This is an optimization exercise on Yosys and OpenROAD, whose aim is small area, a short achievable clock period and few clock cycles, not a production implementation.
Where RTL was checked, it was by simulation tests only, not by an equivalence proof against the original.
Power is estimated from default activity; no workload was simulated.

Design hdc_encoder_top, start of the top module:
module hdc_encoder_top (
  input  logic      clk_i,
  input  logic      rst_i,
  input  logic      csr_we_i,
  input  logic      csr_re_i,
  input  hdc_pkg::csr_addr_t csr_addr_i,
  input  hdc_pkg::csr_data_t csr_wdata_i,
  output hdc_pkg::csr_data_t csr_rdata_o,
  output logic      csr_rvalid_o,
  output hdc_pkg::hv_t       qhv_o,
  output logic      qhv_valid_o
);
Settings: LEC_CHECK=0, CAP_MARGIN=20, CORE_MARGIN=2, CORE_UTILIZATION=40, SETUP_SLACK_MARGIN=1.5, SLEW_MARGIN=20; clock period 5.0 ns.
run.sh (not shown) runs the stock make flow with config.mk's settings and CLKGATE_MAP_FILE= SYNTH_SCRIPT=/design/flow/synth_recipe.tcl, a recipe that flattens the netlist after the stock synthesis.
Rerun with:
SETUP_SLACK_MARGIN = 1.8   (was 1.5)
Effect: Clock skew rises by 31 ps; power grows slightly; worst hold slack is about the same; die area is unchanged; sequential power stays flat; routed wire length rose by a little under a tenth; non-clock buffer count goes up by 138.
Rerun with:
ABC_AREA = 1   (was default)
SETUP_SLACK_MARGIN = 1.5   (was 1.8)
What happened:
- worst setup slack loses 260 ps
- die area went up by a few percent
- design area hardly moves
- maximum frequency went down by a little under a tenth
- clock power went up by a few percent
- cell count grows by well over a third
- routed wire length goes up by about a fifth
- area after synthesis went up by a few percent
- global-route usage climbs by 3.6 points
- total power climbs by a little under a tenth
Rerun with:
SETUP_SLACK_MARGIN = 2.1   (was 1.5)
Outcome: The new run ran to the end with no violations. Total power fell by 2.0%. Non-clock buffer count came out higher by 132. Sequential power hardly moves. Sequential cell count stays the same. Utilization came out higher by 2.2 points. Design area came out higher by 4.9%.
Function was not checked in any run of this note: the RTL went through the layout flow alone.

---

hdc_encoder_top, a different RTL version from the one above (not shown whole).
Size in the first run: roughly 9000 cells after synthesis, roughly 1300 flip-flops, roughly 110 I/O pins, roughly 0.073 mm2 of cells after synthesis.
// hdc_encoder_top
module hdc_encoder_top (
  input  logic      clk_i,
  input  logic      rst_i,
  input  logic      csr_we_i,
  input  logic      csr_re_i,
  input  hdc_pkg::csr_addr_t csr_addr_i,
  input  hdc_pkg::csr_data_t csr_wdata_i,
  output hdc_pkg::csr_data_t csr_rdata_o,
  output logic      csr_rvalid_o,
  output hdc_pkg::hv_t       qhv_o,
  output logic      qhv_valid_o
);
clock: 5.0 ns
lec_check: 0
abc_area: 1
cap_margin: 20
core_margin: 2
core_utilization: 40
setup_slack_margin: 2.2
slew_margin: 20
Testbench counts at the start, summed over its fixed seeds: cycles 2,576.
Rerun with:
Settings changed: SETUP_SLACK_MARGIN 2.2 to 2.4.
What happened: The new run produced a clean layout; first-iteration DRC count went up by 5.0%; total power went up by 12%; sequential share of layout area went down by 2.9 points.

---

Setup of lagoon:
RTL: one of the versions met above, not the one the previous note started from.
Size: about 1,300 flip-flops, about 110 I/O pins, ~78,000 sq um of cells after synthesis.
Settings: LEC_CHECK=0, ABC_AREA=1, CAP_MARGIN=20, CORE_MARGIN=2, CORE_UTILIZATION=40, SETUP_SLACK_MARGIN=2.3, SLEW_MARGIN=20; clock period 5.0 ns.
Here is what was changed in the inputs of pepper compared with lagoon.
# lagoon
export LEC_CHECK = 0
export ABC_AREA = 1
export CAP_MARGIN = 20
export CORE_MARGIN = 2
export CORE_UTILIZATION = 40
export SETUP_SLACK_MARGIN = 2.3
export SLEW_MARGIN = 20
create_clock -name core_clock -period 5.0 [get_ports {clk_i}]
# pepper
export LEC_CHECK = 0
export ABC_AREA = 1
export CAP_MARGIN = 20
export CORE_MARGIN = 2
export CORE_UTILIZATION = 40
export SETUP_SLACK_MARGIN = 1.9
export SLEW_MARGIN = 20
create_clock -name core_clock -period 5.0 [get_ports {clk_i}]
[summary]
Worst setup slack (pepper over lagoon): decrease, 0.18 ns
Comparing lagoon with pepper, the power of the combinational group came out essentially unchanged.
Total wire length: pepper and lagoon compared, higher one is lagoon
Per the comparison of pepper with lagoon, core utilization of the finished layout down 4.3 points, number of cells upsized or downsized after cts fell by 690, clock network area share up 0.67 points.
Met1 track demand over resource, pepper and lagoon: smaller value in lagoon
No run of this note included a check of the RTL's function; only the layout flow was run.

[afterwards: timing with drivers on the ports]
In the flow no input, the clock included, has a driving cell. The finished layouts below were timed again as built, in two steps.
Step 1 (the two cells are an assumption about what drives the block):
set clk [get_ports {clk_i}]
set_driving_cell -lib_cell sky130_fd_sc_hd__clkbuf_16 $clk
set_driving_cell -lib_cell sky130_fd_sc_hd__buf_2 [delete_from_list [all_inputs] $clk]
Step 2 also shifts input and output timing later by t, the mid clock arrival at the registers, as if the neighbouring blocks saw the same clock.
Slacks: ideal / step 1 / step 2; pairs: ideal / step 1.
run | t (ns) | setup slack, ns | hold WS [ns] | slew at the worst register clock pin (ns) | pins driven straight from the clock port
the first run of note 1 | 0.876 | 1.491 / 1.491 / 0.976 | 0.455 / 0.455 / 0.455 | 0.07 / 0.07 | 1
the second run of note 1 | 0.857 | 1.776 / 1.776 / 0.920 | 0.455 / 0.455 / 0.455 | 0.07 / 0.07 | 1
the third run of note 1 | 0.895 | 1.512 / 1.512 / 1.405 | 0.429 / 0.429 / 0.429 | 0.07 / 0.07 | 1
the fourth run of note 1 | 0.899 | 1.996 / 1.996 / 1.386 | 0.425 / 0.425 / 0.425 | 0.07 / 0.07 | 1
the first run of note 2 | 0.874 | 2.201 / 2.195 / 1.723 | 0.429 / 0.429 / 0.429 | 0.07 / 0.07 | 1
the second run of note 2 | 0.905 | 2.322 / 2.322 / 1.716 | 0.430 / 0.430 / 0.430 | 0.07 / 0.07 | 1
lagoon | 0.905 | 2.092 / 2.092 / 1.578 | 0.425 / 0.425 / 0.425 | 0.07 / 0.07 | 1
pepper | 0.896 | 1.917 / 1.899 / 1.371 | 0.428 / 0.428 / 0.428 | 0.07 / 0.07 | 1
After both steps every run listed still meets setup and hold. The setup slack of the second run of note 1, which loses most, moves by 0.000 ns with the drivers and by -0.856 ns with both steps.
